This is an optimization exercise on Yosys and OpenROAD, whose aim is small area, a short achievable clock period and few clock cycles per item, not a production implementation.
Where RTL was checked, it was by simulation tests only, not by an equivalence proof against the original.
For runs 2 and 3, only the layout was checked, not whether the RTL still works.
Power and IR drop assume default switching activity.

## flow/design.v (module list and top-level ports; edited modules follow where they fit)
// module fpu_bpp: 10 lines
// module fpu_fa: 10 lines
// module fpu_mult_pre: 54 lines
// module fpu_mult_sa: 1259 lines
// module fpu_mult_sb: 382 lines
// module fpu_mult_arb: 110 lines
module fpu_mult_arb
#(
   parameter int NUM_REQ = 4
)(
   input  logic                    clk,
   input  logic                    rst,
   input  logic [NUM_REQ-1:0]      req_valid,
   output logic [NUM_REQ-1:0]      req_ready,
   input  logic [NUM_REQ*FP_W-1:0] req_a,
   input  logic [NUM_REQ*FP_W-1:0] req_b,
   output logic [NUM_REQ-1:0]      rsp_valid,
   input  logic [NUM_REQ-1:0]      rsp_ready,
   output logic [FP_W-1:0]         rsp_data,
   output logic                    busy
);
  // ...
==> flow/flow/run.sh <==
#!/bin/bash
# Layout flow: the standard layout (standard.sh: the standard synthesis,
# floorplan, power grid, placement, CTS and routing, all unchanged) with two
# settings of how the layout is made:
#   - every input and output port still gets its own buffer, but a
#     sky130_fd_sc_hd__buf_1 instead of the delay cell buffer_ports picks;
set -euo pipefail
MARGIN=5.5
cd "$(dirname "$0")/.."
bash standard.sh "BUFFER_PORTS_ARGS=-buffer_cell sky130_fd_sc_hd__buf_1" \
   "SETUP_SLACK_MARGIN=$MARGIN" finish > standard.log 2>&1
==> flow/standard.sh <==
#!/bin/bash
# synth_recipe.tcl (not shown) runs the flow's synth.tcl, then flattens the netlist and writes it again
# the make line also repeats each setting of config.mk as NAME=value (left out here)
make -C /OpenROAD-flow-scripts/flow DESIGN_CONFIG=/design/flow/config.mk WORK_HOME=/design/flow/orfs CLKGATE_MAP_FILE= SYNTH_SCRIPT=/design/flow/synth_recipe.tcl "${@:-finish}"
==> flow/config.mk <==
export PLATFORM = sky130hd
export DESIGN_NAME = fpu_mult_arb
export DESIGN_NICKNAME = fpu_mult_arb
export VERILOG_FILES = /design/flow/design.v
export SDC_FILE = /design/flow/constraint.sdc
export NUM_CORES = 4
export LEC_CHECK = 0
export CAP_MARGIN = 20
export CORE_MARGIN = 2
export CORE_UTILIZATION = 40
export SLEW_MARGIN = 20
export SYNTH_HIERARCHICAL = 1
export SYNTH_MINIMUM_KEEP_SIZE = 0
==> flow/constraint.sdc <==
create_clock -name core_clock -period 9.0 [get_ports {clk}]
set_input_delay 1.8000 -clock core_clock [delete_from_list [all_inputs] [get_ports {clk}]]
set_output_delay 1.8000 -clock core_clock [all_outputs]
set_load 0.01 [all_outputs]
==> summary.txt, run 1 <==
logic gate share of total power: 0.586
non-clock buffer count in the final layout: 380
M3 GR Usage: 0.04235
Hold Path End: r2_s$_DFF_P_
Reg with most FFs: r2_cut
vias in the first global route: 18.98k
Top Family by Delay on Critical Path: compound AO/OA/AOI/OAI gates
H-tree Lvls: 2
max FFs per register: 140
cts hold-fix bufs: 0
CP Capture Point: r_d1[4]$_DFFE_PP_
grt peak-use layer: met2
status: no timing/DRC/antenna violations
Synth Instances: 2,030
metal3 WL: 4.653 mm
PD cells: 349.6 nW/um2
wire per inst: 24.63 um
Worst Path Arrival: 3.95 ns
Area contributors post-synth: fa_1 21%, dfxtp_1 18%, a22oi_2 13%
global routing usage on met2: 0.4030
setup TNS: 0 ns
Sw Ratio: 0.3777
CP Buf/Inv Count: 2
fin crit share: 0.4044
Final Net Count: 2,859
DRT antenna net count: 0
initial antenna violation count: 1
setup repair bufs after CTS: 4
Max-Cap Viols: 0
Synth Area in Compound Gates: 0.1984
clock skew: 0.01964 ns
Reg2Reg Launch Point: r2_cut[48]$_DFF_P_
synthesized area per cell: 12.23 um2
clk tree area frac: 0.04460
Testbench counts, summed over its fixed seeds: cycles 3,224, items 3,200.
==> module fpu_mult_sb, before the edit <==
module fpu_mult_sb (
   input  wire [139:0] cut,
   output wire [24:0] hi
);
   wire s812 = cut[3] ^ cut[4];
   wire c813 = cut[3] & cut[4];
   wire s814 = cut[6] ^ cut[7];
   wire c815 = cut[6] & cut[7];
   wire s816, c817;
   fpu_fa u_s816 (.a(cut[8]), .b(cut[9]), .c(cut[10]), .s(s816), .co(c817));
   wire s818, c819;
   fpu_fa u_s818 (.a(cut[11]), .b(cut[12]), .c(cut[13]), .s(s818), .co(c819));
   wire s820, c821;
   fpu_fa u_s820 (.a(cut[14]), .b(cut[15]), .c(cut[16]), .s(s820), .co(c821));
   wire s822, c823;
   fpu_fa u_s822 (.a(cut[17]), .b(cut[18]), .c(cut[19]), .s(s822), .co(c823));
   wire s824, c825;
   fpu_fa u_s824 (.a(cut[20]), .b(cut[21]), .c(cut[22]), .s(s824), .co(c825));
   wire s826, c827;
   fpu_fa u_s826 (.a(cut[23]), .b(cut[24]), .c(cut[25]), .s(s826), .co(c827));
   wire s828, c829;
   fpu_fa u_s828 (.a(cut[26]), .b(cut[27]), .c(cut[28]), .s(s828), .co(c829));
   wire s830, c831;
   fpu_fa u_s830 (.a(cut[29]), .b(cut[30]), .c(cut[31]), .s(s830), .co(c831));
   wire s832, c833;
   fpu_fa u_s832 (.a(cut[32]), .b(cut[33]), .c(cut[34]), .s(s832), .co(c833));
   wire s834, c835;
   fpu_fa u_s834 (.a(cut[35]), .b(cut[36]), .c(cut[37]), .s(s834), .co(c835));
   wire s836, c837;
   fpu_fa u_s836 (.a(cut[38]), .b(cut[39]), .c(cut[40]), .s(s836), .co(c837));
   wire s838, c839;
   fpu_fa u_s838 (.a(cut[41]), .b(cut[42]), .c(cut[43]), .s(s838), .co(c839));
   wire s840, c841;
   fpu_fa u_s840 (.a(cut[44]), .b(cut[45]), .c(cut[46]), .s(s840), .co(c841));
   wire s842, c843;
   fpu_fa u_s842 (.a(cut[47]), .b(cut[48]), .c(cut[49]), .s(s842), .co(c843));
   wire s844, c845;
   fpu_fa u_s844 (.a(cut[50]), .b(cut[51]), .c(cut[52]), .s(s844), .co(c845));
   wire s846, c847;
   fpu_fa u_s846 (.a(cut[53]), .b(cut[54]), .c(cut[55]), .s(s846), .co(c847));
   wire s848, c849;
   fpu_fa u_s848 (.a(cut[56]), .b(cut[57]), .c(cut[58]), .s(s848), .co(c849));
   wire s850, c851;
   fpu_fa u_s850 (.a(cut[59]), .b(cut[60]), .c(cut[61]), .s(s850), .co(c851));
   wire s852, c853;
   fpu_fa u_s852 (.a(cut[62]), .b(cut[63]), .c(cut[64]), .s(s852), .co(c853));
   wire s854, c855;
   fpu_fa u_s854 (.a(cut[65]), .b(cut[66]), .c(cut[67]), .s(s854), .co(c855));
   wire s856, c857;
   fpu_fa u_s856 (.a(cut[68]), .b(cut[69]), .c(cut[70]), .s(s856), .co(c857));
   wire s858, c859;
   fpu_fa u_s858 (.a(cut[71]), .b(cut[72]), .c(cut[73]), .s(s858), .co(c859));
   wire s860, c861;
   fpu_fa u_s860 (.a(cut[74]), .b(cut[75]), .c(cut[76]), .s(s860), .co(c861));
   wire s862, c863;
   fpu_fa u_s862 (.a(cut[77]), .b(cut[78]), .c(cut[79]), .s(s862), .co(c863));
   wire s864, c865;
   fpu_fa u_s864 (.a(cut[80]), .b(cut[81]), .c(cut[82]), .s(s864), .co(c865));
   wire s866, c867;
   fpu_fa u_s866 (.a(cut[83]), .b(cut[84]), .c(cut[85]), .s(s866), .co(c867));
   wire s868, c869;
   fpu_fa u_s868 (.a(cut[86]), .b(cut[87]), .c(cut[88]), .s(s868), .co(c869));
   wire s870, c871;
   fpu_fa u_s870 (.a(cut[89]), .b(cut[90]), .c(cut[91]), .s(s870), .co(c871));
   wire s872, c873;
   fpu_fa u_s872 (.a(cut[92]), .b(cut[93]), .c(cut[94]), .s(s872), .co(c873));
   wire s874, c875;
   fpu_fa u_s874 (.a(cut[95]), .b(cut[96]), .c(cut[97]), .s(s874), .co(c875));
   wire s876, c877;
   fpu_fa u_s876 (.a(cut[98]), .b(cut[99]), .c(cut[100]), .s(s876), .co(c877));
   wire s878, c879;
   fpu_fa u_s878 (.a(cut[101]), .b(cut[102]), .c(cut[103]), .s(s878), .co(c879));
   wire s880, c881;
   fpu_fa u_s880 (.a(cut[104]), .b(cut[105]), .c(cut[106]), .s(s880), .co(c881));
   wire s882, c883;
   fpu_fa u_s882 (.a(cut[107]), .b(cut[108]), .c(cut[109]), .s(s882), .co(c883));
   wire s884, c885;
   fpu_fa u_s884 (.a(cut[110]), .b(cut[111]), .c(cut[112]), .s(s884), .co(c885));
   wire s886, c887;
   fpu_fa u_s886 (.a(cut[113]), .b(cut[114]), .c(cut[115]), .s(s886), .co(c887));
   wire s888, c889;
   fpu_fa u_s888 (.a(cut[116]), .b(cut[117]), .c(cut[118]), .s(s888), .co(c889));
   wire s890, c891;
   fpu_fa u_s890 (.a(cut[119]), .b(cut[120]), .c(cut[121]), .s(s890), .co(c891));
   wire s892, c893;
   fpu_fa u_s892 (.a(cut[122]), .b(cut[123]), .c(cut[124]), .s(s892), .co(c893));
   wire s894, c895;
   fpu_fa u_s894 (.a(cut[125]), .b(cut[126]), .c(cut[127]), .s(s894), .co(c895));
   wire s896, c897;
   fpu_fa u_s896 (.a(cut[128]), .b(cut[129]), .c(cut[130]), .s(s896), .co(c897));
   wire s898, c899;
   fpu_fa u_s898 (.a(cut[131]), .b(cut[132]), .c(cut[133]), .s(s898), .co(c899));
   wire s900, c901;
   fpu_fa u_s900 (.a(cut[134]), .b(cut[135]), .c(cut[136]), .s(s900), .co(c901));
   wire s902, c903;
   fpu_fa u_s902 (.a(cut[137]), .b(cut[138]), .c(cut[139]), .s(s902), .co(c903));
   wire [47:0] x = {c901, c899, c897, c895, c893, c891, c889, c887, c885, c883, c881, c879, c877, c875, c873, c871, c869, c867, c865, c863, c861, c859, c857, c855, c853, c851, c849, c847, c845, c843, c841, c839, c837, c835, c833, c831, c829, c827, c825, c823, c821, c819, c817, c815, c813, s812, cut[2], cut[0]};
   wire [47:0] y = {s902, s900, s898, s896, s894, s892, s890, s888, s886, s884, s882, s880, s878, s876, s874, s872, s870, s868, s866, s864, s862, s860, s858, s856, s854, s852, s850, s848, s846, s844, s842, s840, s838, s836, s834, s832, s830, s828, s826, s824, s822, s820, s818, s816, s814, cut[5], 1'b0, cut[1]};
   wire [47:0] g = x & y;
   wire [47:0] p = x ^ y;
   wire G0_1 = g[1] | (p[1] & g[0]);
   wire P0_1 = p[1] & p[0];
   wire G0_3 = g[3] | (p[3] & g[2]);
   wire P0_3 = p[3] & p[2];
   wire G0_5 = g[5] | (p[5] & g[4]);
   wire P0_5 = p[5] & p[4];
   wire G0_7 = g[7] | (p[7] & g[6]);
   wire P0_7 = p[7] & p[6];
   wire G0_9 = g[9] | (p[9] & g[8]);
   wire P0_9 = p[9] & p[8];
   wire G0_11 = g[11] | (p[11] & g[10]);
   wire P0_11 = p[11] & p[10];
   wire G0_13 = g[13] | (p[13] & g[12]);
   wire P0_13 = p[13] & p[12];
   wire G0_15 = g[15] | (p[15] & g[14]);
   wire P0_15 = p[15] & p[14];
   wire G0_17 = g[17] | (p[17] & g[16]);
   wire P0_17 = p[17] & p[16];
   wire G0_19 = g[19] | (p[19] & g[18]);
   wire P0_19 = p[19] & p[18];
   wire G0_21 = g[21] | (p[21] & g[20]);
   wire P0_21 = p[21] & p[20];
   wire G0_23 = g[23] | (p[23] & g[22]);
   wire P0_23 = p[23] & p[22];
   wire G0_25 = g[25] | (p[25] & g[24]);
   wire P0_25 = p[25] & p[24];
   wire G0_27 = g[27] | (p[27] & g[26]);
   wire P0_27 = p[27] & p[26];
   wire G0_29 = g[29] | (p[29] & g[28]);
   wire P0_29 = p[29] & p[28];
   wire G0_31 = g[31] | (p[31] & g[30]);
   wire P0_31 = p[31] & p[30];
   wire G0_33 = g[33] | (p[33] & g[32]);
   wire P0_33 = p[33] & p[32];
   wire G0_35 = g[35] | (p[35] & g[34]);
   wire P0_35 = p[35] & p[34];
   wire G0_37 = g[37] | (p[37] & g[36]);
   wire P0_37 = p[37] & p[36];
   wire G0_39 = g[39] | (p[39] & g[38]);
   wire P0_39 = p[39] & p[38];
   wire G0_41 = g[41] | (p[41] & g[40]);
   wire P0_41 = p[41] & p[40];
   wire G0_43 = g[43] | (p[43] & g[42]);
   wire P0_43 = p[43] & p[42];
   wire G0_45 = g[45] | (p[45] & g[44]);
   wire P0_45 = p[45] & p[44];
   wire G0_47 = g[47] | (p[47] & g[46]);
   wire P0_47 = p[47] & p[46];
   wire G1_2 = g[2] | (p[2] & G0_1);
   wire P1_2 = p[2] & P0_1;
   wire G1_3 = G0_3 | (P0_3 & G0_1);
   wire P1_3 = P0_3 & P0_1;
   wire G1_6 = g[6] | (p[6] & G0_5);
   wire P1_6 = p[6] & P0_5;
   wire G1_7 = G0_7 | (P0_7 & G0_5);
   wire P1_7 = P0_7 & P0_5;
   wire G1_10 = g[10] | (p[10] & G0_9);
   wire P1_10 = p[10] & P0_9;
   wire G1_11 = G0_11 | (P0_11 & G0_9);
   wire P1_11 = P0_11 & P0_9;
   wire G1_14 = g[14] | (p[14] & G0_13);
   wire P1_14 = p[14] & P0_13;
   wire G1_15 = G0_15 | (P0_15 & G0_13);
   wire P1_15 = P0_15 & P0_13;
   wire G1_18 = g[18] | (p[18] & G0_17);
   wire P1_18 = p[18] & P0_17;
   wire G1_19 = G0_19 | (P0_19 & G0_17);
   wire P1_19 = P0_19 & P0_17;
   wire G1_22 = g[22] | (p[22] & G0_21);
   wire P1_22 = p[22] & P0_21;
   wire G1_23 = G0_23 | (P0_23 & G0_21);
   wire P1_23 = P0_23 & P0_21;
   wire G1_26 = g[26] | (p[26] & G0_25);
   wire P1_26 = p[26] & P0_25;
   wire G1_27 = G0_27 | (P0_27 & G0_25);
   wire P1_27 = P0_27 & P0_25;
   wire G1_30 = g[30] | (p[30] & G0_29);
   wire P1_30 = p[30] & P0_29;
   wire G1_31 = G0_31 | (P0_31 & G0_29);
   wire P1_31 = P0_31 & P0_29;
   wire G1_34 = g[34] | (p[34] & G0_33);
   wire P1_34 = p[34] & P0_33;
   wire G1_35 = G0_35 | (P0_35 & G0_33);
   wire P1_35 = P0_35 & P0_33;
   wire G1_38 = g[38] | (p[38] & G0_37);
   wire P1_38 = p[38] & P0_37;
   wire G1_39 = G0_39 | (P0_39 & G0_37);
   wire P1_39 = P0_39 & P0_37;
   wire G1_42 = g[42] | (p[42] & G0_41);
   wire P1_42 = p[42] & P0_41;
   wire G1_43 = G0_43 | (P0_43 & G0_41);
   wire P1_43 = P0_43 & P0_41;
   wire G1_46 = g[46] | (p[46] & G0_45);
   wire P1_46 = p[46] & P0_45;
   wire G1_47 = G0_47 | (P0_47 & G0_45);
   wire P1_47 = P0_47 & P0_45;
   wire G2_4 = g[4] | (p[4] & G1_3);
   wire P2_4 = p[4] & P1_3;
   wire G2_5 = G0_5 | (P0_5 & G1_3);
   wire P2_5 = P0_5 & P1_3;
   wire G2_6 = G1_6 | (P1_6 & G1_3);
   wire P2_6 = P1_6 & P1_3;
   wire G2_7 = G1_7 | (P1_7 & G1_3);
   wire P2_7 = P1_7 & P1_3;
   wire G2_12 = g[12] | (p[12] & G1_11);
   wire P2_12 = p[12] & P1_11;
   wire G2_13 = G0_13 | (P0_13 & G1_11);
   wire P2_13 = P0_13 & P1_11;
   wire G2_14 = G1_14 | (P1_14 & G1_11);
   wire P2_14 = P1_14 & P1_11;
   wire G2_15 = G1_15 | (P1_15 & G1_11);
   wire P2_15 = P1_15 & P1_11;
   wire G2_20 = g[20] | (p[20] & G1_19);
   wire P2_20 = p[20] & P1_19;
   wire G2_21 = G0_21 | (P0_21 & G1_19);
   wire P2_21 = P0_21 & P1_19;
   wire G2_22 = G1_22 | (P1_22 & G1_19);
   wire P2_22 = P1_22 & P1_19;
   wire G2_23 = G1_23 | (P1_23 & G1_19);
   wire P2_23 = P1_23 & P1_19;
   wire G2_28 = g[28] | (p[28] & G1_27);
   wire P2_28 = p[28] & P1_27;
   wire G2_29 = G0_29 | (P0_29 & G1_27);
   wire P2_29 = P0_29 & P1_27;
   wire G2_30 = G1_30 | (P1_30 & G1_27);
   wire P2_30 = P1_30 & P1_27;
   wire G2_31 = G1_31 | (P1_31 & G1_27);
   wire P2_31 = P1_31 & P1_27;
   wire G2_36 = g[36] | (p[36] & G1_35);
   wire P2_36 = p[36] & P1_35;
   wire G2_37 = G0_37 | (P0_37 & G1_35);
   wire P2_37 = P0_37 & P1_35;
   wire G2_38 = G1_38 | (P1_38 & G1_35);
   wire P2_38 = P1_38 & P1_35;
   wire G2_39 = G1_39 | (P1_39 & G1_35);
   wire P2_39 = P1_39 & P1_35;
   wire G2_44 = g[44] | (p[44] & G1_43);
   wire P2_44 = p[44] & P1_43;
   wire G2_45 = G0_45 | (P0_45 & G1_43);
   wire P2_45 = P0_45 & P1_43;
   wire G2_46 = G1_46 | (P1_46 & G1_43);
   wire P2_46 = P1_46 & P1_43;
   wire G2_47 = G1_47 | (P1_47 & G1_43);
   wire P2_47 = P1_47 & P1_43;
   wire G3_8 = g[8] | (p[8] & G2_7);
   wire P3_8 = p[8] & P2_7;
   wire G3_9 = G0_9 | (P0_9 & G2_7);
   wire P3_9 = P0_9 & P2_7;
   wire G3_10 = G1_10 | (P1_10 & G2_7);
   wire P3_10 = P1_10 & P2_7;
   wire G3_11 = G1_11 | (P1_11 & G2_7);
   wire P3_11 = P1_11 & P2_7;
   wire G3_12 = G2_12 | (P2_12 & G2_7);
   wire P3_12 = P2_12 & P2_7;
   wire G3_13 = G2_13 | (P2_13 & G2_7);
   wire P3_13 = P2_13 & P2_7;
   wire G3_14 = G2_14 | (P2_14 & G2_7);
   wire P3_14 = P2_14 & P2_7;
   wire G3_15 = G2_15 | (P2_15 & G2_7);
   wire P3_15 = P2_15 & P2_7;
   wire G3_24 = g[24] | (p[24] & G2_23);
   wire P3_24 = p[24] & P2_23;
   wire G3_25 = G0_25 | (P0_25 & G2_23);
   wire P3_25 = P0_25 & P2_23;
   wire G3_26 = G1_26 | (P1_26 & G2_23);
   wire P3_26 = P1_26 & P2_23;
   wire G3_27 = G1_27 | (P1_27 & G2_23);
   wire P3_27 = P1_27 & P2_23;
   wire G3_28 = G2_28 | (P2_28 & G2_23);
   wire P3_28 = P2_28 & P2_23;
   wire G3_29 = G2_29 | (P2_29 & G2_23);
   wire P3_29 = P2_29 & P2_23;
   wire G3_30 = G2_30 | (P2_30 & G2_23);
   wire P3_30 = P2_30 & P2_23;
   wire G3_31 = G2_31 | (P2_31 & G2_23);
   wire P3_31 = P2_31 & P2_23;
   wire G3_40 = g[40] | (p[40] & G2_39);
   wire P3_40 = p[40] & P2_39;
   wire G3_41 = G0_41 | (P0_41 & G2_39);
   wire P3_41 = P0_41 & P2_39;
   wire G3_42 = G1_42 | (P1_42 & G2_39);
   wire P3_42 = P1_42 & P2_39;
   wire G3_43 = G1_43 | (P1_43 & G2_39);
   wire P3_43 = P1_43 & P2_39;
   wire G3_44 = G2_44 | (P2_44 & G2_39);
   wire P3_44 = P2_44 & P2_39;
   wire G3_45 = G2_45 | (P2_45 & G2_39);
   wire P3_45 = P2_45 & P2_39;
   wire G3_46 = G2_46 | (P2_46 & G2_39);
   wire P3_46 = P2_46 & P2_39;
   wire G3_47 = G2_47 | (P2_47 & G2_39);
   wire P3_47 = P2_47 & P2_39;
   wire G4_16 = g[16] | (p[16] & G3_15);
   wire P4_16 = p[16] & P3_15;
   wire G4_17 = G0_17 | (P0_17 & G3_15);
   wire P4_17 = P0_17 & P3_15;
   wire G4_18 = G1_18 | (P1_18 & G3_15);
   wire P4_18 = P1_18 & P3_15;
   wire G4_19 = G1_19 | (P1_19 & G3_15);
   wire P4_19 = P1_19 & P3_15;
   wire G4_20 = G2_20 | (P2_20 & G3_15);
   wire P4_20 = P2_20 & P3_15;
   wire G4_21 = G2_21 | (P2_21 & G3_15);
   wire P4_21 = P2_21 & P3_15;
   wire G4_22 = G2_22 | (P2_22 & G3_15);
   wire P4_22 = P2_22 & P3_15;
   wire G4_23 = G2_23 | (P2_23 & G3_15);
   wire P4_23 = P2_23 & P3_15;
   wire G4_24 = G3_24 | (P3_24 & G3_15);
   wire P4_24 = P3_24 & P3_15;
   wire G4_25 = G3_25 | (P3_25 & G3_15);
   wire P4_25 = P3_25 & P3_15;
   wire G4_26 = G3_26 | (P3_26 & G3_15);
   wire P4_26 = P3_26 & P3_15;
   wire G4_27 = G3_27 | (P3_27 & G3_15);
   wire P4_27 = P3_27 & P3_15;
   wire G4_28 = G3_28 | (P3_28 & G3_15);
   wire P4_28 = P3_28 & P3_15;
   wire G4_29 = G3_29 | (P3_29 & G3_15);
   wire P4_29 = P3_29 & P3_15;
   wire G4_30 = G3_30 | (P3_30 & G3_15);
   wire P4_30 = P3_30 & P3_15;
   wire G4_31 = G3_31 | (P3_31 & G3_15);
   wire P4_31 = P3_31 & P3_15;
   wire G5_32 = g[32] | (p[32] & G4_31);
   wire P5_32 = p[32] & P4_31;
   wire G5_33 = G0_33 | (P0_33 & G4_31);
   wire P5_33 = P0_33 & P4_31;
   wire G5_34 = G1_34 | (P1_34 & G4_31);
   wire P5_34 = P1_34 & P4_31;
   wire G5_35 = G1_35 | (P1_35 & G4_31);
   wire P5_35 = P1_35 & P4_31;
   wire G5_36 = G2_36 | (P2_36 & G4_31);
   wire P5_36 = P2_36 & P4_31;
   wire G5_37 = G2_37 | (P2_37 & G4_31);
   wire P5_37 = P2_37 & P4_31;
   wire G5_38 = G2_38 | (P2_38 & G4_31);
   wire P5_38 = P2_38 & P4_31;
   wire G5_39 = G2_39 | (P2_39 & G4_31);
   wire P5_39 = P2_39 & P4_31;
   wire G5_40 = G3_40 | (P3_40 & G4_31);
   wire P5_40 = P3_40 & P4_31;
   wire G5_41 = G3_41 | (P3_41 & G4_31);
   wire P5_41 = P3_41 & P4_31;
   wire G5_42 = G3_42 | (P3_42 & G4_31);
   wire P5_42 = P3_42 & P4_31;
   wire G5_43 = G3_43 | (P3_43 & G4_31);
   wire P5_43 = P3_43 & P4_31;
   wire G5_44 = G3_44 | (P3_44 & G4_31);
   wire P5_44 = P3_44 & P4_31;
   wire G5_45 = G3_45 | (P3_45 & G4_31);
   wire P5_45 = P3_45 & P4_31;
   wire G5_46 = G3_46 | (P3_46 & G4_31);
   wire P5_46 = P3_46 & P4_31;
   wire G5_47 = G3_47 | (P3_47 & G4_31);
   wire P5_47 = P3_47 & P4_31;
   assign hi[0] = p[23] ^ G4_22;
   assign hi[1] = p[24] ^ G4_23;
   assign hi[2] = p[25] ^ G4_24;
   assign hi[3] = p[26] ^ G4_25;
   assign hi[4] = p[27] ^ G4_26;
   assign hi[5] = p[28] ^ G4_27;
   assign hi[6] = p[29] ^ G4_28;
   assign hi[7] = p[30] ^ G4_29;
   assign hi[8] = p[31] ^ G4_30;
   assign hi[9] = p[32] ^ G4_31;
   assign hi[10] = p[33] ^ G5_32;
   assign hi[11] = p[34] ^ G5_33;
   assign hi[12] = p[35] ^ G5_34;
   assign hi[13] = p[36] ^ G5_35;
   assign hi[14] = p[37] ^ G5_36;
   assign hi[15] = p[38] ^ G5_37;
   assign hi[16] = p[39] ^ G5_38;
   assign hi[17] = p[40] ^ G5_39;
   assign hi[18] = p[41] ^ G5_40;
   assign hi[19] = p[42] ^ G5_41;
   assign hi[20] = p[43] ^ G5_42;
   assign hi[21] = p[44] ^ G5_43;
   assign hi[22] = p[45] ^ G5_44;
   assign hi[23] = p[46] ^ G5_45;
   assign hi[24] = p[47] ^ G5_46;
endmodule
==> inputs of run 2 (changes only) <==
--- a/flow/design.v
+++ b/flow/design.v
@@ -1,16 +1,16 @@
 `default_nettype none
 package fpu_pkg;
    localparam int FP_W       = 32;
    localparam int EXP_MSB    = 30;
    localparam int EXP_LSB    = 23;
    localparam int SIGN_BIT   = 31;
    localparam int MAX_REQ    = 8;
-   localparam int MULT_CUT_W = 140;
+   localparam int MULT_CUT_W = 95;
    localparam int MULT_B_W   = 36;
 endpackage
 `default_nettype wire
 `default_nettype none
 module fpu_bpp (
    input  wire one,
    input  wire two,
    input  wire neg,
@@ -82,17 +82,17 @@
    wire neg11 = B[23];
    wire one11 = B[22] ^ B[21];
    wire two11 = (B[23] & ~B[22] & ~B[21]) | (~B[23] & B[22] & B[21]);
    assign bs[35:33] = {two11, one11, neg11};
 endmodule
 module fpu_mult_sa (
    input  wire [22:0] ma,
    input  wire [35:0] bs,
-   output wire [139:0] cut
+   output wire [94:0] cut
 );
    wire [24:0] A = {1'b0, 1'b1, ma};
    wire neg0 = bs[0];
    wire one0 = bs[1];
    wire two0 = bs[2];
    wire bp1 = (one0 & A[0]) ^ neg0;
    wire bp2;
    fpu_bpp u_bp2 (.one(one0), .two(two0), .neg(neg0), .a0(A[1]), .a1(A[0]), .p(bp2));
@@ -1197,255 +1197,210 @@
    wire s804, c805;
    fpu_fa u_s804 (.a(bp307), .b(c721), .c(c719), .s(s804), .co(c805));
    wire s806, c807;
    fpu_fa u_s806 (.a(s724), .b(bp284), .c(bp308), .s(s806), .co(c807));
    wire s808, c809;
    fpu_fa u_s808 (.a(A[21]), .b(c725), .c(se285), .s(s808), .co(c809));
    wire s810 = A[22] ^ 1'b1;
    wire c811 = A[22] & 1'b1;
-   assign cut[0] = bp1;
-   assign cut[1] = neg0;
-   assign cut[2] = bp2;
-   assign cut[3] = bp3;
-   assign cut[4] = bp26;
-   assign cut[5] = neg1;
-   assign cut[6] = bp4;
-   assign cut[7] = bp27;
-   assign cut[8] = s726;
-   assign cut[9] = bp52;
-   assign cut[10] = neg2;
-   assign cut[11] = c727;
-   assign cut[12] = s728;
-   assign cut[13] = bp53;
-   assign cut[14] = c729;
-   assign cut[15] = s730;
-   assign cut[16] = s578;
-   assign cut[17] = c731;
-   assign cut[18] = s732;
-   assign cut[19] = s580;
-   assign cut[20] = c733;
-   assign cut[21] = s734;
-   assign cut[22] = s582;
-   assign cut[23] = c735;
-   assign cut[24] = s736;
-   assign cut[25] = s586;
-   assign cut[26] = c737;
-   assign cut[27] = s738;
-   assign cut[28] = s592;
-   assign cut[29] = c739;
-   assign cut[30] = s740;
-   assign cut[31] = s596;
-   assign cut[32] = c741;
-   assign cut[33] = s742;
-   assign cut[34] = s600;
-   assign cut[35] = c743;
-   assign cut[36] = s744;
-   assign cut[37] = s604;
-   assign cut[38] = c745;
-   assign cut[39] = s746;
-   assign cut[40] = s608;
-   assign cut[41] = c747;
-   assign cut[42] = s748;
-   assign cut[43] = s612;
-   assign cut[44] = c749;
-   assign cut[45] = s750;
-   assign cut[46] = s616;
-   assign cut[47] = c751;
-   assign cut[48] = s752;
-   assign cut[49] = s620;
-   assign cut[50] = c753;
-   assign cut[51] = s754;
-   assign cut[52] = s624;
-   assign cut[53] = c755;
-   assign cut[54] = s756;
-   assign cut[55] = s628;
-   assign cut[56] = c757;
-   assign cut[57] = s758;
-   assign cut[58] = s632;
-   assign cut[59] = c759;
-   assign cut[60] = s760;
-   assign cut[61] = s636;
-   assign cut[62] = c761;
-   assign cut[63] = s762;
-   assign cut[64] = s640;
-   assign cut[65] = c763;
-   assign cut[66] = s764;
-   assign cut[67] = s644;
-   assign cut[68] = c765;
-   assign cut[69] = s766;
-   assign cut[70] = s648;
-   assign cut[71] = c767;
-   assign cut[72] = s768;
-   assign cut[73] = s652;
-   assign cut[74] = c769;
-   assign cut[75] = s770;
-   assign cut[76] = s656;
-   assign cut[77] = c771;
-   assign cut[78] = s772;
-   assign cut[79] = s660;
-   assign cut[80] = c773;
-   assign cut[81] = s774;
-   assign cut[82] = s664;
-   assign cut[83] = c775;
-   assign cut[84] = s776;
-   assign cut[85] = s668;
-   assign cut[86] = c777;
-   assign cut[87] = s778;
-   assign cut[88] = s672;
-   assign cut[89] = c779;
-   assign cut[90] = s780;
-   assign cut[91] = s676;
-   assign cut[92] = c781;
-   assign cut[93] = s782;
-   assign cut[94] = s680;
-   assign cut[95] = c783;
-   assign cut[96] = s784;
-   assign cut[97] = s684;
-   assign cut[98] = c785;
-   assign cut[99] = s786;
-   assign cut[100] = s688;
-   assign cut[101] = c787;
-   assign cut[102] = s788;
-   assign cut[103] = s692;
-   assign cut[104] = c789;
-   assign cut[105] = s790;
-   assign cut[106] = c693;
-   assign cut[107] = c791;
-   assign cut[108] = s792;
-   assign cut[109] = s700;
-   assign cut[110] = c793;
-   assign cut[111] = s794;
-   assign cut[112] = s704;
-   assign cut[113] = c795;
-   assign cut[114] = s796;
-   assign cut[115] = s708;
-   assign cut[116] = c797;
-   assign cut[117] = s798;
-   assign cut[118] = s712;
-   assign cut[119] = c799;
-   assign cut[120] = s800;
-   assign cut[121] = c713;
-   assign cut[122] = c801;
-   assign cut[123] = s802;
-   assign cut[124] = s718;
-   assign cut[125] = c803;
-   assign cut[126] = s804;
-   assign cut[127] = s722;
-   assign cut[128] = c805;
-   assign cut[129] = s806;
-   assign cut[130] = c723;
-   assign cut[131] = c807;
-   assign cut[132] = s808;
-   assign cut[133] = bp309;
-   assign cut[134] = c809;
-   assign cut[135] = s810;
-   assign cut[136] = bp310;
-   assign cut[137] = c811;
-   assign cut[138] = A[23];
-   assign cut[139] = se311;
-endmodule
-module fpu_mult_sb (
-   input  wire [139:0] cut,
-   output wire [24:0] hi
-);
-   wire s812 = cut[3] ^ cut[4];
-   wire c813 = cut[3] & cut[4];
-   wire s814 = cut[6] ^ cut[7];
-   wire c815 = cut[6] & cut[7];
+   wire s812 = bp3 ^ bp26;
+   wire c813 = bp3 & bp26;
+   wire s814 = bp4 ^ bp27;
+   wire c815 = bp4 & bp27;
    wire s816, c817;
-   fpu_fa u_s816 (.a(cut[8]), .b(cut[9]), .c(cut[10]), .s(s816), .co(c817));
+   fpu_fa u_s816 (.a(bp52), .b(neg2), .c(s726), .s(s816), .co(c817));
    wire s818, c819;
-   fpu_fa u_s818 (.a(cut[11]), .b(cut[12]), .c(cut[13]), .s(s818), .co(c819));
+   fpu_fa u_s818 (.a(bp53), .b(c727), .c(s728), .s(s818), .co(c819));
    wire s820, c821;
-   fpu_fa u_s820 (.a(cut[14]), .b(cut[15]), .c(cut[16]), .s(s820), .co(c821));
+   fpu_fa u_s820 (.a(c729), .b(s578), .c(s730), .s(s820), .co(c821));
    wire s822, c823;
-   fpu_fa u_s822 (.a(cut[17]), .b(cut[18]), .c(cut[19]), .s(s822), .co(c823));
+   fpu_fa u_s822 (.a(s580), .b(c731), .c(s732), .s(s822), .co(c823));
    wire s824, c825;
-   fpu_fa u_s824 (.a(cut[20]), .b(cut[21]), .c(cut[22]), .s(s824), .co(c825));
+   fpu_fa u_s824 (.a(s582), .b(c733), .c(s734), .s(s824), .co(c825));
    wire s826, c827;
-   fpu_fa u_s826 (.a(cut[23]), .b(cut[24]), .c(cut[25]), .s(s826), .co(c827));
+   fpu_fa u_s826 (.a(s586), .b(c735), .c(s736), .s(s826), .co(c827));
    wire s828, c829;
-   fpu_fa u_s828 (.a(cut[26]), .b(cut[27]), .c(cut[28]), .s(s828), .co(c829));
+   fpu_fa u_s828 (.a(s592), .b(c737), .c(s738), .s(s828), .co(c829));
    wire s830, c831;
-   fpu_fa u_s830 (.a(cut[29]), .b(cut[30]), .c(cut[31]), .s(s830), .co(c831));
+   fpu_fa u_s830 (.a(s596), .b(c739), .c(s740), .s(s830), .co(c831));
    wire s832, c833;
-   fpu_fa u_s832 (.a(cut[32]), .b(cut[33]), .c(cut[34]), .s(s832), .co(c833));
+   fpu_fa u_s832 (.a(s600), .b(c741), .c(s742), .s(s832), .co(c833));
    wire s834, c835;
-   fpu_fa u_s834 (.a(cut[35]), .b(cut[36]), .c(cut[37]), .s(s834), .co(c835));
+   fpu_fa u_s834 (.a(s604), .b(c743), .c(s744), .s(s834), .co(c835));
    wire s836, c837;
-   fpu_fa u_s836 (.a(cut[38]), .b(cut[39]), .c(cut[40]), .s(s836), .co(c837));
+   fpu_fa u_s836 (.a(s608), .b(c745), .c(s746), .s(s836), .co(c837));
    wire s838, c839;
-   fpu_fa u_s838 (.a(cut[41]), .b(cut[42]), .c(cut[43]), .s(s838), .co(c839));
+   fpu_fa u_s838 (.a(s612), .b(c747), .c(s748), .s(s838), .co(c839));
    wire s840, c841;
-   fpu_fa u_s840 (.a(cut[44]), .b(cut[45]), .c(cut[46]), .s(s840), .co(c841));
+   fpu_fa u_s840 (.a(s616), .b(c749), .c(s750), .s(s840), .co(c841));
    wire s842, c843;
-   fpu_fa u_s842 (.a(cut[47]), .b(cut[48]), .c(cut[49]), .s(s842), .co(c843));
+   fpu_fa u_s842 (.a(s620), .b(c751), .c(s752), .s(s842), .co(c843));
    wire s844, c845;
-   fpu_fa u_s844 (.a(cut[50]), .b(cut[51]), .c(cut[52]), .s(s844), .co(c845));
+   fpu_fa u_s844 (.a(s624), .b(c753), .c(s754), .s(s844), .co(c845));
    wire s846, c847;
-   fpu_fa u_s846 (.a(cut[53]), .b(cut[54]), .c(cut[55]), .s(s846), .co(c847));
+   fpu_fa u_s846 (.a(s628), .b(c755), .c(s756), .s(s846), .co(c847));
    wire s848, c849;
-   fpu_fa u_s848 (.a(cut[56]), .b(cut[57]), .c(cut[58]), .s(s848), .co(c849));
+   fpu_fa u_s848 (.a(s632), .b(c757), .c(s758), .s(s848), .co(c849));
    wire s850, c851;
-   fpu_fa u_s850 (.a(cut[59]), .b(cut[60]), .c(cut[61]), .s(s850), .co(c851));
+   fpu_fa u_s850 (.a(s636), .b(c759), .c(s760), .s(s850), .co(c851));
    wire s852, c853;
-   fpu_fa u_s852 (.a(cut[62]), .b(cut[63]), .c(cut[64]), .s(s852), .co(c853));
+   fpu_fa u_s852 (.a(s640), .b(c761), .c(s762), .s(s852), .co(c853));
    wire s854, c855;
-   fpu_fa u_s854 (.a(cut[65]), .b(cut[66]), .c(cut[67]), .s(s854), .co(c855));
+   fpu_fa u_s854 (.a(s644), .b(c763), .c(s764), .s(s854), .co(c855));
    wire s856, c857;
-   fpu_fa u_s856 (.a(cut[68]), .b(cut[69]), .c(cut[70]), .s(s856), .co(c857));
+   fpu_fa u_s856 (.a(s648), .b(c765), .c(s766), .s(s856), .co(c857));
    wire s858, c859;
-   fpu_fa u_s858 (.a(cut[71]), .b(cut[72]), .c(cut[73]), .s(s858), .co(c859));
+   fpu_fa u_s858 (.a(s652), .b(c767), .c(s768), .s(s858), .co(c859));
    wire s860, c861;
-   fpu_fa u_s860 (.a(cut[74]), .b(cut[75]), .c(cut[76]), .s(s860), .co(c861));
+   fpu_fa u_s860 (.a(s656), .b(c769), .c(s770), .s(s860), .co(c861));
    wire s862, c863;
-   fpu_fa u_s862 (.a(cut[77]), .b(cut[78]), .c(cut[79]), .s(s862), .co(c863));
+   fpu_fa u_s862 (.a(s660), .b(c771), .c(s772), .s(s862), .co(c863));
    wire s864, c865;
-   fpu_fa u_s864 (.a(cut[80]), .b(cut[81]), .c(cut[82]), .s(s864), .co(c865));
+   fpu_fa u_s864 (.a(s664), .b(c773), .c(s774), .s(s864), .co(c865));
    wire s866, c867;
-   fpu_fa u_s866 (.a(cut[83]), .b(cut[84]), .c(cut[85]), .s(s866), .co(c867));
+   fpu_fa u_s866 (.a(s668), .b(c775), .c(s776), .s(s866), .co(c867));
    wire s868, c869;
-   fpu_fa u_s868 (.a(cut[86]), .b(cut[87]), .c(cut[88]), .s(s868), .co(c869));
+   fpu_fa u_s868 (.a(s672), .b(c777), .c(s778), .s(s868), .co(c869));
    wire s870, c871;
-   fpu_fa u_s870 (.a(cut[89]), .b(cut[90]), .c(cut[91]), .s(s870), .co(c871));
+   fpu_fa u_s870 (.a(s676), .b(c779), .c(s780), .s(s870), .co(c871));
    wire s872, c873;
-   fpu_fa u_s872 (.a(cut[92]), .b(cut[93]), .c(cut[94]), .s(s872), .co(c873));
+   fpu_fa u_s872 (.a(s680), .b(c781), .c(s782), .s(s872), .co(c873));
    wire s874, c875;
-   fpu_fa u_s874 (.a(cut[95]), .b(cut[96]), .c(cut[97]), .s(s874), .co(c875));
+   fpu_fa u_s874 (.a(s684), .b(c783), .c(s784), .s(s874), .co(c875));
    wire s876, c877;
-   fpu_fa u_s876 (.a(cut[98]), .b(cut[99]), .c(cut[100]), .s(s876), .co(c877));
+   fpu_fa u_s876 (.a(s688), .b(c785), .c(s786), .s(s876), .co(c877));
    wire s878, c879;
-   fpu_fa u_s878 (.a(cut[101]), .b(cut[102]), .c(cut[103]), .s(s878), .co(c879));
+   fpu_fa u_s878 (.a(s692), .b(c787), .c(s788), .s(s878), .co(c879));
    wire s880, c881;
-   fpu_fa u_s880 (.a(cut[104]), .b(cut[105]), .c(cut[106]), .s(s880), .co(c881));
+   fpu_fa u_s880 (.a(c693), .b(s790), .c(c789), .s(s880), .co(c881));
    wire s882, c883;
-   fpu_fa u_s882 (.a(cut[107]), .b(cut[108]), .c(cut[109]), .s(s882), .co(c883));
+   fpu_fa u_s882 (.a(s700), .b(c791), .c(s792), .s(s882), .co(c883));
    wire s884, c885;
-   fpu_fa u_s884 (.a(cut[110]), .b(cut[111]), .c(cut[112]), .s(s884), .co(c885));
+   fpu_fa u_s884 (.a(s704), .b(c793), .c(s794), .s(s884), .co(c885));
    wire s886, c887;
-   fpu_fa u_s886 (.a(cut[113]), .b(cut[114]), .c(cut[115]), .s(s886), .co(c887));
+   fpu_fa u_s886 (.a(s708), .b(c795), .c(s796), .s(s886), .co(c887));
    wire s888, c889;
-   fpu_fa u_s888 (.a(cut[116]), .b(cut[117]), .c(cut[118]), .s(s888), .co(c889));
+   fpu_fa u_s888 (.a(s712), .b(c797), .c(s798), .s(s888), .co(c889));
    wire s890, c891;
-   fpu_fa u_s890 (.a(cut[119]), .b(cut[120]), .c(cut[121]), .s(s890), .co(c891));
+   fpu_fa u_s890 (.a(c713), .b(s800), .c(c799), .s(s890), .co(c891));
    wire s892, c893;
-   fpu_fa u_s892 (.a(cut[122]), .b(cut[123]), .c(cut[124]), .s(s892), .co(c893));
+   fpu_fa u_s892 (.a(s718), .b(c801), .c(s802), .s(s892), .co(c893));
    wire s894, c895;
-   fpu_fa u_s894 (.a(cut[125]), .b(cut[126]), .c(cut[127]), .s(s894), .co(c895));
+   fpu_fa u_s894 (.a(s722), .b(c803), .c(s804), .s(s894), .co(c895));
    wire s896, c897;
-   fpu_fa u_s896 (.a(cut[128]), .b(cut[129]), .c(cut[130]), .s(s896), .co(c897));
+   fpu_fa u_s896 (.a(c723), .b(s806), .c(c805), .s(s896), .co(c897));
    wire s898, c899;
-   fpu_fa u_s898 (.a(cut[131]), .b(cut[132]), .c(cut[133]), .s(s898), .co(c899));
+   fpu_fa u_s898 (.a(bp309), .b(c807), .c(s808), .s(s898), .co(c899));
    wire s900, c901;
-   fpu_fa u_s900 (.a(cut[134]), .b(cut[135]), .c(cut[136]), .s(s900), .co(c901));
+   fpu_fa u_s900 (.a(s810), .b(bp310), .c(c809), .s(s900), .co(c901));
    wire s902, c903;
-   fpu_fa u_s902 (.a(cut[137]), .b(cut[138]), .c(cut[139]), .s(s902), .co(c903));
-   wire [47:0] x = {c901, c899, c897, c895, c893, c891, c889, c887, c885, c883, c881, c879, c877, c875, c873, c871, c869, c867, c865, c863, c861, c859, c857, c855, c853, c851, c849, c847, c845, c843, c841, c839, c837, c835, c833, c831, c829, c827, c825, c823, c821, c819, c817, c815, c813, s812, cut[2], cut[0]};
-   wire [47:0] y = {s902, s900, s898, s896, s894, s892, s890, s888, s886, s884, s882, s880, s878, s876, s874, s872, s870, s868, s866, s864, s862, s860, s858, s856, s854, s852, s850, s848, s846, s844, s842, s840, s838, s836, s834, s832, s830, s828, s826, s824, s822, s820, s818, s816, s814, cut[5], 1'b0, cut[1]};
+   fpu_fa u_s902 (.a(A[23]), .b(c811), .c(se311), .s(s902), .co(c903));
+   assign cut[0] = bp1;
+   assign cut[1] = neg0;
+   assign cut[2] = bp2;
+   assign cut[3] = s812;
+   assign cut[4] = neg1;
+   assign cut[5] = c813;
+   assign cut[6] = s814;
+   assign cut[7] = c815;
+   assign cut[8] = s816;
+   assign cut[9] = c817;
+   assign cut[10] = s818;
+   assign cut[11] = c819;
+   assign cut[12] = s820;
+   assign cut[13] = c821;
+   assign cut[14] = s822;
+   assign cut[15] = c823;
+   assign cut[16] = s824;
+   assign cut[17] = c825;
+   assign cut[18] = s826;
+   assign cut[19] = c827;
+   assign cut[20] = s828;
+   assign cut[21] = c829;
+   assign cut[22] = s830;
+   assign cut[23] = c831;
+   assign cut[24] = s832;
+   assign cut[25] = c833;
+   assign cut[26] = s834;
+   assign cut[27] = c835;
+   assign cut[28] = s836;
+   assign cut[29] = c837;
+   assign cut[30] = s838;
+   assign cut[31] = c839;
+   assign cut[32] = s840;
+   assign cut[33] = c841;
+   assign cut[34] = s842;
+   assign cut[35] = c843;
+   assign cut[36] = s844;
+   assign cut[37] = c845;
+   assign cut[38] = s846;
+   assign cut[39] = c847;
+   assign cut[40] = s848;
+   assign cut[41] = c849;
+   assign cut[42] = s850;
+   assign cut[43] = c851;
+   assign cut[44] = s852;
+   assign cut[45] = c853;
+   assign cut[46] = s854;
+   assign cut[47] = c855;
+   assign cut[48] = s856;
+   assign cut[49] = c857;
+   assign cut[50] = s858;
+   assign cut[51] = c859;
+   assign cut[52] = s860;
+   assign cut[53] = c861;
+   assign cut[54] = s862;
+   assign cut[55] = c863;
+   assign cut[56] = s864;
+   assign cut[57] = c865;
+   assign cut[58] = s866;
+   assign cut[59] = c867;
+   assign cut[60] = s868;
+   assign cut[61] = c869;
+   assign cut[62] = s870;
+   assign cut[63] = c871;
+   assign cut[64] = s872;
+   assign cut[65] = c873;
+   assign cut[66] = s874;
+   assign cut[67] = c875;
+   assign cut[68] = s876;
+   assign cut[69] = c877;
+   assign cut[70] = s878;
+   assign cut[71] = c879;
+   assign cut[72] = s880;
+   assign cut[73] = c881;
+   assign cut[74] = s882;
+   assign cut[75] = c883;
+   assign cut[76] = s884;
+   assign cut[77] = c885;
+   assign cut[78] = s886;
+   assign cut[79] = c887;
+   assign cut[80] = s888;
+   assign cut[81] = c889;
+   assign cut[82] = s890;
+   assign cut[83] = c891;
+   assign cut[84] = s892;
+   assign cut[85] = c893;
+   assign cut[86] = s894;
+   assign cut[87] = c895;
+   assign cut[88] = s896;
+   assign cut[89] = c897;
+   assign cut[90] = s898;
+   assign cut[91] = c899;
+   assign cut[92] = s900;
+   assign cut[93] = c901;
+   assign cut[94] = s902;
+endmodule
+module fpu_mult_sb (
+   input  wire [94:0] cut,
+   output wire [24:0] hi
+);
+   wire [47:0] x = {cut[93], cut[91], cut[89], cut[87], cut[85], cut[83], cut[81], cut[79], cut[77], cut[75], cut[73], cut[71], cut[69], cut[67], cut[65], cut[63], cut[61], cut[59], cut[57], cut[55], cut[53], cut[51], cut[49], cut[47], cut[45], cut[43], cut[41], cut[39], cut[37], cut[35], cut[33], cut[31], cut[29], cut[27], cut[25], cut[23], cut[21], cut[19], cut[17], cut[15], cut[13], cut[11], cut[9], cut[7], cut[5], cut[3], cut[2], cut[0]};
+   wire [47:0] y = {cut[94], cut[92], cut[90], cut[88], cut[86], cut[84], cut[82], cut[80], cut[78], cut[76], cut[74], cut[72], cut[70], cut[68], cut[66], cut[64], cut[62], cut[60], cut[58], cut[56], cut[54], cut[52], cut[50], cut[48], cut[46], cut[44], cut[42], cut[40], cut[38], cut[36], cut[34], cut[32], cut[30], cut[28], cut[26], cut[24], cut[22], cut[20], cut[18], cut[16], cut[14], cut[12], cut[10], cut[8], cut[6], cut[4], 1'b0, cut[1]};
    wire [47:0] g = x & y;
    wire [47:0] p = x ^ y;
    wire G0_1 = g[1] | (p[1] & g[0]);
    wire P0_1 = p[1] & p[0];
    wire G0_3 = g[3] | (p[3] & g[2]);
    wire P0_3 = p[3] & p[2];
    wire G0_5 = g[5] | (p[5] & g[4]);
    wire P0_5 = p[5] & p[4];
==> summary.txt, run 2 <==
status: no timing/DRC/antenna violations
Main synth FF type: dfxtp_1
Slew headroom: 0.2990
GRT Resource Usage Total: 0.2451
area leader, netlist: fa_1
first-pass GRT wire length: 112.3 mm
Via density: 5.682
WL final: 78.01 mm
cells along the critical path: ha_1 -> nand4_1 -> nor4_2 -> o21ai_1 -> o211ai_2 -> a31oi_4 -> a211o_1 -> nand2_2 -> o41a_1 -> xnor2_4 -> buf_4 -> clkbuf_16 -> mux2_2
share of the synthesized area in the top cell type: 0.2201
synth unique cells: 63
DP HPWL: 48.40 mm
Achievable Freq: 281.1 MHz
chip height: 247.2 um
FF+latch area: 6381 um2
initial antenna violation count: 4 (+3)
Skew-Pair Late Insertion Delay: 0.60 ns
DRT antenna net count: 0 (unchanged)
Startpoint Class: register
Syn-to-layout area delta: 20.65%
CTS tree: done
clock skew: 0.01185 ns (-0.007786 ns)
slowest CP cell: a211o_1
CP Max Fanout: 6
Post-Syn Area: 23,650 um2
# IOs: 307
wire per inst: 25.26 um (+2.6%)
cts hold-fix bufs: 0 (unchanged)
core area: 58,690 um2
CP Data Required Time: 9.34 ns
critical path capture point type: register
Filler Cell Count: 5,144
# rows: 89
multi-input logic area: 16,390 um2
fin crit period: 3.557 ns
Worst Path Arrival: 3.90 ns (-0.05 ns)
Hold Crit Class: register to register
commonest non-fill, non-tap cell in the layout: xnor2_1
Lkg Pwr: 9.988 nW
CTS Buf Count: 29
CTS Sinks: 270
pin count of the biggest net entering global routing: 67
max FFs per register: 95 (-32%)
Yosys warnings: 7
Max rail drop VDD: 0.1580 mV
Area contributors post-synth: fa_1 22%, dfxtp_1 15%, a22oi_2 14%
Reg with most FFs: r2_cut
CTS Root Cell: clkbuf_16
Die ar.: 61,080 um2
H-tree Lvls: 1 (-1)
final setup vio count: 0
Pins Over Slew Limit: 0
Worst Tran Pin Value: 1.051 ns
most frequent cells in the layout: 310 x xnor2_1, 306 x buf_1, 264 x a22oi_2
Net Count, Synth: 2,571
cell with the most instances after synthesis: xnor2_1
RSZ-0062 raised after global routing: yes
Initial Util: 0.4030
biggest regs: r2_cut (95), r1_bs (36)
Port Buf Inserts: 306
ys async rst share: 0.09630
Remaining DRCs: 0
drt pass-1 iters: 5
Crit path largest cell delay: 0.39 ns
PD cells: 272.2 nW/um2 (-22%)
vias in the first global route: 18.16k (-4.3%)
sequential area share after synthesis: 0.2612
Post-synth EDFFs: 64
die span in x: 247.2 um
most instantiated cells after synthesis: 318 x xnor2_1, 264 x a22oi_2, 260 x fa_1, 180 x dfxtp_1, 132 x buf_4
setup TNS: 0 ns (unchanged)
grt ovf: 0
final hold slack: 0.3379 ns
Vias: 17.55k
Synth Instances: 1,947 (-4.1%)
GP Congestion: 0.9224
Initial DRC Count: 1,372
CTS clk-pin slew, worst paths: 0.06 ns
synthesized area per cell: 12.15 um2 (-0.68%)
Final Net Count: 2,913 (+1.9%)
Yosys reg bits: 270
fin crit share: 0.3952 (-0.009169)
share of layout cells above drive strength 1: 0.2889
Max-Cap Viols: 0 (unchanged)
Hold Vio Cnt, Final: 0
CTS max path bufs: 3
Critical Setup Path Class: register to register
## run 2: cell families (layout without fill, tap and decap cells)
family          count (synthesis)  count (layout)  synth area share
fa+ha+maj                     358             358            0.2719
buf+inv                       230             595           0.05830
compound gates                491             491            0.2109
flops                         270             270            0.2612
mux                            75              75           0.03550
simple gates                  177             177           0.03444
other cells                     2               5         0.0003176
xor+xnor                      344             344            0.1274
## run 2: Yosys stat by module (local to each module, per instance)
module	cells inside	cell area, um2
fpu_bpp	2	21.27
fpu_fa	1	20.02
fpu_mult_arb	658	9031
fpu_mult_pre	81	575.6
fpu_mult_sa	226	1743
fpu_mult_sb	196	1519
## run 2: cell type report
type | count | area share
multi-input combinational | 1447 | 0.5744
sequential | 270 | 0.2236
timing repair buffer | 479 | 0.1267
tap | 773 | 0.03390
clock buffer | 41 | 0.02771
inverter | 62 | 0.008156
clock inverter | 13 | 0.005262
antenna | 3 | 0.0002631
## run 2: report_power, final
| group | internal, W | switching, W | leakage (nW) |
|---|---|---|---|
| combinational | 0.00213 | 0.00232 | 7.12 |
| sequential | 0.00194 | 0.000199 | 2.43 |
| clock | 0.000676 | 0.000506 | 0.445 |
| total | 0.00474 | 0.00302 | 9.99 |
## run 2: per-stage QoR
stage | worst slack (ns) | cell area, um2 | utilization | cells | total power (W)
3_3_place_gp | 4.841 | 24930 | 0.4249 | 2874 | 0.006029
5_1_grt | 5.340 | 28530 | 0.4862 | 3088 | 0.008350
2_1_floorplan | 5.492 | 23830 | - | 1947 | 0.005713
6_report | 5.443 | 28530 | 0.4862 | 3088 | 0.007766
3_5_place_dp | 4.770 | 24930 | 0.4249 | 2874 | 0.006131
4_1_cts | 5.397 | 26950 | 0.4592 | 2978 | 0.007430
## run 2: routing by layer
metal | vias up | routed length [um] | GRT usage
li1 | 7551 | - | -
met3 | 198 | 6950 | 0.05383
met5 | - | 13 | 0
met2 | 971 | 36480 | 0.3948
met1 | 8824 | 30980 | 0.3184
met4 | 2 | 3587 | 0.1006
## run 2: path summary, 6_finish.rpt
check | slack (ns) | depth (start not counted) | endpoint | start
max in group asynchronous | 7.37 | 3 | r_ptr[0]$_DFF_PP1_ | rst
worst min register to register | 0.34 | 0 | r2_s$_DFF_P_ | r1_s$_DFF_P_
worst max register to register | 5.44 | 13 | r_d0[12]$_DFFE_PP_ | r2_cut[33]$_DFF_P_
worst max-delay path | 5.44 | 13 | r_d0[12]$_DFFE_PP_ | r2_cut[33]$_DFF_P_
min in group asynchronous | 1.16 | 2 | r_rdy[3]$_DFF_PP0_ | rst
worst min-delay path | 0.34 | 0 | r2_s$_DFF_P_ | r1_s$_DFF_P_
## run 2: what timing repair did
| item | in CTS | in global routing |
|---|---|---|
| setup buffers | 50 | 102 |
| endpoints found under the setup margin | 130 | 124 |
| pin swaps | 4 | 17 |
| gates cloned | 0 | 4 |
| resized for setup | 38 | 62 |
## run 2: critical path: cells and delay by family (launching register included)
family / cells / cell delay [ns]
AO/OA/AOI/OAI: 5 / 1.24
XOR/XNOR: 1 / 0.14
adder cells (fa/ha/maj): 1 / 0.30
buffers and inverters: 2 / 0.30
flip-flops: 1 / 0.30
multiplexers: 1 / 0.34
AND/OR/NAND/NOR: 3 / 0.67
==> module fpu_mult_arb, before the edit <==
module fpu_mult_arb
#(
   parameter int NUM_REQ = 4
)(
   input  logic                    clk,
   input  logic                    rst,
   input  logic [NUM_REQ-1:0]      req_valid,
   output logic [NUM_REQ-1:0]      req_ready,
   input  logic [NUM_REQ*FP_W-1:0] req_a,
   input  logic [NUM_REQ*FP_W-1:0] req_b,
   output logic [NUM_REQ-1:0]      rsp_valid,
   input  logic [NUM_REQ-1:0]      rsp_ready,
   output logic [FP_W-1:0]         rsp_data,
   output logic                    busy
);
   localparam int NC = MULT_CUT_W;
   logic [3:0]  r_ptr;       
   logic        r_v1;        
   logic [3:0]  r_rdy;       
   logic [1:0]  r_f;         
   logic [3:0]  r_o0, r_o1;  
   logic        r_wp;        
   logic        r_rp;        
   logic [3:0]  r_rv;        
   logic        r_busy;
   logic [22:0] r1_ma;
   logic [MULT_B_W-1:0] r1_bs;    
   logic [7:0]  r1_e;
   logic        r1_s;
   logic [NC-1:0] r2_cut;
   logic [7:0]  r2_e, r2_e1;      
   logic        r2_s;
   logic [31:0] r_d0, r_d1;   
   wire [3:0] w_own1 = {r_ptr[0], r_ptr[3:1]};
   logic [31:0] w_a, w_b;
   always_comb begin
      w_a = '0;
      w_b = '0;
      for (int i = 0; i < 4; i++) begin
         w_a = w_a | (req_a[i*32 +: 32] & {32{r_ptr[i]}});
         w_b = w_b | (req_b[i*32 +: 32] & {32{r_ptr[i]}});
      end
   end
   logic [MULT_B_W-1:0] w_bs;
   fpu_mult_pre u_pre (.mb(w_b[22:0]), .bs(w_bs));
   logic [NC-1:0] w_cut;
   fpu_mult_sa u_sa (.ma(r1_ma), .bs(r1_bs), .cut(w_cut));
   logic [24:0] w_hi;
   fpu_mult_sb u_sb (.cut(r2_cut), .hi(w_hi));
   wire [31:0] w_res = w_hi[24] ? {r2_s, r2_e1, w_hi[23:1]} : {r2_s, r2_e, w_hi[22:0]};
   wire       w_taken = |(r_rv & rsp_ready);
   wire       w_acc   = |r_rdy;
   wire [1:0] w_wr    = {w_acc & r_wp, w_acc & ~r_wp};
   wire [1:0] w_rd    = {w_taken & r_rp, w_taken & ~r_rp};
   wire [1:0] w_f_n   = (r_f & ~w_rd) | w_wr;
   wire       w_rp_n  = r_rp ^ w_taken;
   wire [3:0] w_o0_n  = w_wr[0] ? r_rdy : r_o0;
   wire [3:0] w_o1_n  = w_wr[1] ? r_rdy : r_o1;
   wire       w_full  = &w_f_n;         
   wire       w_drop  = r_v1 & w_full;
   always_ff @(posedge clk or posedge rst) begin
      if (rst) begin
         r_ptr  <= 4'b0001;
         r_v1   <= 1'b0;
         r_rdy  <= '0;
         r_f    <= '0;
         r_o0   <= '0;
         r_o1   <= '0;
         r_wp   <= 1'b0;
         r_rp   <= 1'b0;
         r_rv   <= '0;
         r_busy <= 1'b0;
      end else begin
         r_f    <= w_f_n;
         r_o0   <= w_o0_n;
         r_o1   <= w_o1_n;
         r_wp   <= r_wp ^ w_acc;
         r_rp   <= w_rp_n;
         r_rv   <= w_rp_n ? (w_f_n[1] ? w_o1_n : 4'b0) : (w_f_n[0] ? w_o0_n : 4'b0);
         r_busy <= |w_f_n;
         if (w_drop) begin
            r_v1  <= 1'b0;
            r_rdy <= '0;
            r_ptr <= w_own1;
         end else begin
            r_v1  <= |(req_valid & r_ptr);
            r_rdy <= {4{r_v1}} & w_own1;
            r_ptr <= {r_ptr[2:0], r_ptr[3]};
         end
      end
   end
   always_ff @(posedge clk) begin
      r1_ma  <= w_a[22:0];
      r1_bs  <= w_bs;
      r1_e   <= w_a[30:23] + w_b[30:23] + 8'd129;    
      r1_s   <= w_a[31] ^ w_b[31];
      r2_cut <= w_cut;
      r2_e   <= r1_e;
      r2_e1  <= r1_e + 8'd1;
      r2_s   <= r1_s;
      if (w_wr[0])
         r_d0 <= w_res;
      if (w_wr[1])
         r_d1 <= w_res;
   end
   assign req_ready = r_rdy;
   assign rsp_valid = r_rv;
   assign rsp_data  = r_rp ? r_d1 : r_d0;
   assign busy      = r_busy;
endmodule
==> inputs of run 3 (changes only) <==
--- a/flow/design.v
+++ b/flow/design.v
@@ -1718,2 +1718,3 @@
    logic [31:0] r_d0, r_d1;   
+   logic        r_s0, r_s1;   
    wire [3:0] w_own1 = {r_ptr[0], r_ptr[3:1]};
@@ -1785,2 +1786,4 @@
       r2_s   <= r1_s;
+      r_s0   <= ~w_rp_n;
+      r_s1   <= w_rp_n;
       if (w_wr[0])
@@ -1792,3 +1795,3 @@
    assign rsp_valid = r_rv;
-   assign rsp_data  = r_rp ? r_d1 : r_d0;
+   assign rsp_data  = ({32{r_s0}} & r_d0) | ({32{r_s1}} & r_d1);
    assign busy      = r_busy;
==> summary.txt, run 3 <==
status: no timing/DRC/antenna violations
critical path capture point type: register
Slew headroom: 0.3431 (+0.04404)
Net Count, Synth: 2,575 (+0.16%)
first-pass GRT wire length: 111.8 mm (-0.49%)
most instantiated cells after synthesis: 318 x xnor2_1, 264 x a22oi_2, 260 x fa_1, 182 x dfxtp_1, 132 x buf_4
Hold Crit Class: register to register
Cell Count, Final, Fillers Out: 3,049 (-1.3%)
Critical Setup Path Class: register to register
Die ar.: 60,990 um2 (-0.15%)
Crit path largest cell delay: 0.59 ns (+0.20 ns)
Post-Syn Area: 23,610 um2 (-0.15%)
DRT antenna net count: 0 (unchanged)
CP Depth: 7 (-6)
die span in x: 247.0 um (about the same)
Pins Over Slew Limit: 0 (unchanged)
grt ovf: 0 (unchanged)
CP Capture Point: r2_cut[52]$_DFF_P_
CTS max path bufs: 3 (unchanged)
max FFs per register: 95 (unchanged)
# rows: 89 (unchanged)
synthesized area per cell: 12.10 um2 (-0.36%)
Port Buf Inserts: 306 (unchanged)
Reg with most FFs: r2_cut
Post-synth EDFFs: 64 (unchanged)
commonest non-fill, non-tap cell in the layout: xnor2_1
area leader, netlist: fa_1
Initial DRC Count: 1,257 (-8.4%)
Hold Vio Cnt, Final: 0 (unchanged)
sequential area share after synthesis: 0.2633 (+0.002097)
Worst Path Arrival: 3.87 ns (-0.03 ns)
share of the synthesized area in the top cell type: 0.2204 (+0.0003382)
Max rail drop VDD: 0.1954 mV (+24%)
GRT Resource Usage Total: 0.2433 (-0.001823)
final hold slack: 0.3297 ns (-0.008170 ns)
CTS tree: done
# IOs: 307 (unchanged)
n_diodes: 0 (-3)
DP HPWL: 45.84 mm (-5.3%)
vias in the first global route: 18.38k (+1.2%)
setup TNS: 0 ns (unchanged)
CTS Buf Count: 34 (+17%)
worst reg2reg path depth: 7 (-6)
Achievable Freq: 289.3 MHz (+2.9%)
Yosys reg bits: 272 (+0.74%)
Top Family by Delay on Critical Path: adder cells
CTS Sinks: 272 (+0.74%)
Skew-Pair Late Insertion Delay: 0.55 ns (-0.05 ns)
CTS clk-pin slew, worst paths: 0.06 ns (about the same)
CP Data Required Time: 9.41 ns (+0.07 ns)
Synth Instances: 1,951 (+0.21%)
drt pass-1 iters: 5 (unchanged)
Startpoint Class: register
Main synth FF type: dfxtp_1
fin crit share: 0.3841 (-0.01111)
Via density: 5.700 (+0.31%)
biggest regs: r2_cut (95), r1_bs (36)
Yosys warnings: 7 (unchanged)
slowest CP cell: dfxtp_4
CTS Root Cell: clkbuf_16
Max-Cap Viols: 0 (unchanged)
synth unique cells: 63 (unchanged)
Reg2Reg Launch Point: r1_ma[5]$_DFF_P_
RSZ-0062 raised after global routing: yes
GP Congestion: 0.9048 (-1.9%)
pin count of the biggest net entering global routing: 67 (unchanged)
Lkg Pwr: 9.716 nW (-2.7%)
initial antenna violation count: 2 (-2)
H-tree Lvls: 2 (+1)
Vias: 17.38k (-0.96%)
ys async rst share: 0.09559 (-0.0007081)
flop2flop setup slack: 5.54 ns (+0.10 ns)
first element of the critical path: r1_ma[5]$_DFF_P_
chip height: 247.0 um (about the same)
PD cells: 274.2 nW/um2 (+0.75%)
CP Max Fanout: 14 (+8)
Remaining DRCs: 0 (unchanged)
cell with the most instances after synthesis: xnor2_1
core area: 58,690 um2 (unchanged)
Final Net Count: 2,875 (-1.3%)
clock skew: 0.02077 ns (+0.008920 ns)
Worst Tran Pin Value: 0.9854 ns (-0.06606 ns)
Reg-to-Reg End: r2_cut[52]$_DFF_P_
fin crit period: 3.457 ns (-0.09997 ns)
final setup vio count: 0 (unchanged)
cell mode on critical path: fa_1
share of layout cells above drive strength 1: 0.2636 (-0.02531)
Final Util: 0.4783 (-0.007867)
Initial Util: 0.4024 (-0.0006183)
CP Buf/Inv Count: 0 (-2)
Syn-to-layout area delta: 18.89%
Area contributors post-synth: fa_1 22%, dfxtp_1 15%, a22oi_2 14%
placed cell count: 2,871 (-0.10%)
most frequent cells in the layout: 316 x xnor2_1, 306 x buf_1, 264 x a22oi_2
WL final: 76.09 mm (-2.5%)
wire per inst: 24.95 um (-1.2%)
cells along the critical path: a22oi_2 -> xnor2_1 -> fa_1 -> fa_1 -> fa_1 -> fa_1 -> fa_1
[run 3: cell families after synthesis]
| group | after synthesis | share of synthesized area |
|---|---|---|
| AOI/OAI and AO/OA | 523 | 0.2231 |
| adders and majority gates | 358 | 0.2724 |
| xor gates and xnor gates | 344 | 0.1276 |
| DFF | 272 | 0.2633 |
| buffers and inverters | 232 | 0.05855 |
| and+or+nand+nor | 177 | 0.03450 |
| muxes | 43 | 0.02029 |
| other | 2 | 0.0003180 |
[run 3: power breakdown]
part | switching (W) | internal (W) | total, W
combinational | 0.00224 | 0.00193 | 0.00418
clock | 0.000559 | 0.000788 | 0.00135
sequential | 0.000224 | 0.00195 | 0.00217
[run 3: worst min path at each step]
stage                  from            to  slack (ns)  cells past startpoint
6_report       r1_s$_DFF_P_  r2_s$_DFF_P_        0.33                      0
5_1_grt        r1_s$_DFF_P_  r2_s$_DFF_P_        0.33                      0
3_5_place_dp   r1_s$_DFF_P_  r2_s$_DFF_P_        0.31                      0
3_3_place_gp   r1_s$_DFF_P_  r2_s$_DFF_P_        0.32                      0
4_1_cts        r1_s$_DFF_P_  r2_s$_DFF_P_        0.33                      0
2_1_floorplan  r1_s$_DFF_P_  r2_s$_DFF_P_        0.31                      0
[run 3: area by class of cell]
cell class / instances / area (um2)
fill: 5218 / 30610
clock inverter: 19 / 182.7
clock buffer: 42 / 912.1
inverter: 62 / 232.7
timing repair buffer: 434 / 3112
sequential: 272 / 6431
tap: 773 / 967.2
multi-input combinational: 1447 / 16230
[run 3: routing by layer]
layer,global-route usage,wire length [um]
met2,0.4110,36890
met1,0.3061,30930
met4,0.09249,2577
met3,0.04840,5680
met5,0,13
[run 3: repair_timing]
item / in CTS / in global routing
hold buffers: 0 / 0
setup endpoints to repair: 98 / 92
cloned: 0 / 2
setup buffers: 39 / 75
pin swaps: 1 / 5
gates resized for setup: 32 / 34
[run 3: Yosys stat by module (local to each module, per instance)]
| module | cell area [um2] | copies in the design | flops+latches | cells |
|---|---|---|---|---|
| fpu_mult_sb | 1519 | 1 | 0 | 196 |
| fpu_mult_arb | 8995 | 1 | 272 | 662 |
| fpu_mult_sa | 1743 | 1 | 0 | 226 |
| fpu_bpp | 21.27 | 264 | 0 | 2 |
| fpu_mult_pre | 575.6 | 1 | 0 | 81 |
| fpu_fa | 20.02 | 258 | 0 | 1 |
[run 3: metrics by stage]
step / power, W / instance area, um2 / setup slack, ns
after floorplan: 0.005727 / 23790 / 5.492
after global placement: 0.005925 / 24860 / 5.166
after detailed placement: 0.006047 / 24860 / 5.138
after CTS: 0.007495 / 26870 / 5.477
after global routing: 0.008292 / 28070 / 5.475
final: 0.007698 / 28070 / 5.543

==> port drivers added, routing unchanged <==
Ports are ideal in the flow. The routed layouts listed here were re-timed in OpenROAD. Step 1 assumes that a clkbuf_16 drives the clock port and a buf_2 every other input. Step 2, shift: input delay + t, output delay - t, t = (earliest + latest rising clock arrival at the registers) / 2. This alone moves slack from input paths to output paths. Slacks: ideal / step 1 / step 2; pairs: ideal / step 1.
run	t, ns	slack for setup (ns)	worst hold slack (ns)	worst register clock-pin slew, ns
run 1	0.620	5.360 / 5.336 / 5.206	0.316 / 0.316 / 0.316	0.07 / 0.07
run 2	0.651	5.443 / 5.388 / 5.270	0.338 / 0.338 / 0.338	0.06 / 0.06
run 3	0.601	5.543 / 5.543 / 5.288	0.330 / 0.330 / 0.330	0.06 / 0.06
After both steps setup and hold are still met in every run listed. The setup slack of run 3, which loses most, moves by 0.000 ns with the drivers and by -0.255 ns with both steps.
